Background: an optimization exercise with open tools, aiming at small area, a short achievable clock period and few clock cycles. Do not read the settings as production practice. Function was checked by simulation only, so behaviour that the tests miss may differ from the original. Power is estimated from default activity; no workload was simulated.

## zinc
Design softmax_top, start of the top module:
module softmax_top (
  input  logic                   clk,
  input  logic                   reset,
  input  logic                   start,
  input  softmax_pkg::addr_t     start_addr,
  input  softmax_pkg::addr_t     end_addr,
  output logic                   wb_cyc,
  output logic                   wb_stb,
  output softmax_pkg::addr_t     wb_adr,
  input  softmax_pkg::row_t      wb_rdata,
  input  logic                   wb_ack,
  output logic                   out_valid,
  output softmax_pkg::diff_row_t out_row,
  output softmax_pkg::sum_t      sum,
  output logic                   busy,
  output logic                   done
);
  logic  accept;
  logic  take;
  logic  take_last;
  logic [softmax_pkg::MAX_ROWS-1:0] row_idx;
  logic  advance;
  logic [softmax_pkg::LANES-1:0] advance_c;
  logic [softmax_pkg::LANES*(softmax_pkg::MAX_ROWS-1)-1:0] rd_slot;
  logic  load_m0;
  logic  load_m1;
  softmax_pkg::row_t  head;
  softmax_pkg::lane_t max_value;
  softmax_pkg::lane_t max_inv;
  softmax_ctrl u_ctrl (
    .clk        (clk),
    .reset      (reset),
    .start      (start),
    .start_addr (start_addr),
    .end_addr   (end_addr),
    .take_last  (take_last),
    .accept     (accept),
    .advance    (advance),
    .advance_c  (advance_c),
    .rd_slot    (rd_slot),
    .load_m0    (load_m0),
    .load_m1    (load_m1),
    .out_valid  (out_valid),
    .busy       (busy),
    .done       (done)
  );
  row_fetch u_fetch (
    .clk        (clk),
    .reset      (reset),
  ...
clock: 5.5 ns
lec_check: 0
abc_area: 1
cap_margin: 20
core_margin: 2
core_utilization: 55
cts_buf_list: sky130_fd_sc_hd__clkbuf_8
setup_slack_margin: 2.6
slew_margin: 20
standard.sh (not shown) runs the stock make flow with config.mk's settings and CLKGATE_MAP_FILE= SYNTH_SCRIPT=/design/flow/synth_recipe.tcl, a recipe that flattens the netlist after the stock synthesis.
==> flow/flow/run.sh <==
#!/bin/bash
# The standard layout, with two changes to how it is made:
#  - ports are buffered with plain buffers (sky130_fd_sc_hd__buf_4) instead of
#    the delay cells buffer_ports picks by default;
#  - the resizer may change a cell's footprint when it sizes it.
# Synthesis is the standard one (standard.sh runs it unchanged).
set -euo pipefail
cd "$(dirname "$0")/.."
bash standard.sh \
  MATCH_CELL_FOOTPRINT=0 \
  "BUFFER_PORTS_ARGS=-buffer_cell sky130_fd_sc_hd__buf_4" \
  finish > flow_make.log 2>&1
Testbench counts of zinc, summed over its fixed seeds: cycles 20,322.
### zinc -> nickel
- SETUP_SLACK_MARGIN now 2.8, was 2.6
==> summary.txt <==
Compared with zinc, peak supply drop in nickel increased by more than a quarter. Cell area | nickel vs zinc | nickel larger. In nickel, the clock tree buffer count of the final layout came out 13 below the value in zinc. nickel against zinc: power down 1.1%; final critical-path setup slack rose by 160 ps; fraction of area in clock buffers and inverters shrank by 0.56 points; met2 usage grew by 1.8 points; detailed-route wire length on metal 1 increased 0.61%.
Input changes introduced in yarrow (baseline for comparison: nickel):
- setting PLACE_DENSITY to 0.75 for the first time
[summary]
- Looking at area occupied by multi-input gates, yarrow sits above nickel.
- Comparing flip-flop and latch share of the layout cell area for nickel and yarrow, the bigger number came from nickel.
- Pin count of the biggest net entering global routing shrinks by more than a quarter when moving from nickel to yarrow.
- Between nickel and yarrow, the non-clock buffer count is higher for yarrow.
- yarrow against nickel: routed wire length increased about 4%, power essentially unchanged.
Inputs modified between yarrow and delta:
- a change of SETUP_SLACK_MARGIN from 2.8 to 3.0
- a deleted PLACE_DENSITY that had been 0.75
==> comparison <==
Both conditions hold for delta: the flow ran to the end and the final layout passed the timing, design-rule and antenna checks. Comparing routed wire length on met2 for yarrow and delta, the bigger number came from yarrow. For the final HPWL from detailed placement, delta came in 2700 µm lower than yarrow did. delta vs yarrow, routed wire length on met3 went down by 9.1%.

* * *

run X:
softmax_top, a different RTL version from the one above (not shown whole).
For scale: ~2,900 cells after synthesis, roughly 30,000 um2 of cells after synthesis.
==> flow/design.v (excerpt) <==
module softmax_top (
  input  logic                   clk,
  input  logic                   reset,
  input  logic                   start,
  input  softmax_pkg::addr_t     start_addr,
  input  softmax_pkg::addr_t     end_addr,
  output logic                   wb_cyc,
  output logic                   wb_stb,
  output softmax_pkg::addr_t     wb_adr,
  input  softmax_pkg::row_t      wb_rdata,
  input  logic                   wb_ack,
  output logic                   out_valid,
  output softmax_pkg::diff_row_t out_row,
  output softmax_pkg::sum_t      sum,
  output logic                   busy,
  output logic                   done
);
==> flow/config.mk <==
export PLATFORM = sky130hd
export DESIGN_NAME = softmax_top
export DESIGN_NICKNAME = softmax_top
export VERILOG_FILES = /design/flow/design.v
export SDC_FILE = /design/flow/constraint.sdc
export NUM_CORES = 4
export LEC_CHECK = 0
export ABC_AREA = 1
export CAP_MARGIN = 20
export CORE_MARGIN = 2
export CORE_UTILIZATION = 55
export CTS_BUF_LIST = sky130_fd_sc_hd__clkbuf_8
export SETUP_SLACK_MARGIN = 3.0
export SLEW_MARGIN = 20
==> flow/constraint.sdc <==
create_clock -name core_clock -period 5.5 [get_ports {clk}]
set_input_delay 1.1000 -clock core_clock [delete_from_list [all_inputs] [get_ports {clk}]]
set_output_delay 1.1000 -clock core_clock [all_outputs]
set_load 0.01 [all_outputs]
Scripts as last shown in full above: flow/flow/run.sh
Run X: flow completed, timing, DRC and antenna clean
Testbench counts of run X, summed over its fixed seeds: cycles 20,322.
Input-level comparison between run G and run X:
- changing SETUP_SLACK_MARGIN from 3.0 to 2.5
==> flow/run.sh (new file) <==
#!/bin/bash
# synth_recipe.tcl (not shown) runs the flow's synth.tcl, then flattens the netlist and writes it again
# the make line also repeats each setting of config.mk as NAME=value (left out here)
make -C /OpenROAD-flow-scripts/flow DESIGN_CONFIG=/design/flow/config.mk WORK_HOME=/design/flow/orfs CLKGATE_MAP_FILE= SYNTH_SCRIPT=/design/flow/synth_recipe.tcl finish
removed: flow/flow/run.sh
removed: flow/standard.sh
==> comparison <==
- Run G gives less switching power as a share of total power than run X did.
- Run G vs. run X: share of total power in the clock network increased by 1.4 points relative to the old numbers; detail-routed via count per cell decreased by 1.1% relative to the old numbers; total power increased by 0.45% relative to the old numbers.

-- re-timing with driven ports --
In the flow no input, the clock included, has a driving cell. The finished layouts below were timed again as built, in two steps. Step 1: set_driving_cell puts a clkbuf_16 on clk and a buf_2 on each other input, an assumption about the parent block. Step 2 times the ports against the registers' clock, not the clock port: input delays grow and output delays shrink by t, the midpoint of the rising clock arrivals with the driver on. Slacks: ideal ports / drivers / drivers and shift; pairs: ideal ports / drivers.
| run | t (ns) | slack for setup (ns) | worst hold slack (ns) |
|---|---|---|---|
| zinc | 0.774 | 2.703 / 2.703 / 1.932 | 0.455 / 0.455 / 0.455 |
| nickel | 0.776 | 2.861 / 2.861 / 2.101 | 0.448 / 0.448 / 0.448 |
| yarrow | 0.786 | 2.767 / 2.767 / 2.047 | 0.456 / 0.456 / 0.456 |
| delta | 0.769 | 2.867 / 2.867 / 2.152 | 0.474 / 0.474 / 0.474 |
| run X | 0.776 | 2.620 / 2.620 / 2.186 | 0.470 / 0.470 / 0.470 |
| run G | 0.764 | 2.540 / 2.540 / 1.815 | 0.453 / 0.453 / 0.453 |
After both steps every run listed still meets setup and hold. The setup slack of zinc, which loses most, moves by 0.000 ns with the drivers and by -0.771 ns with both steps.
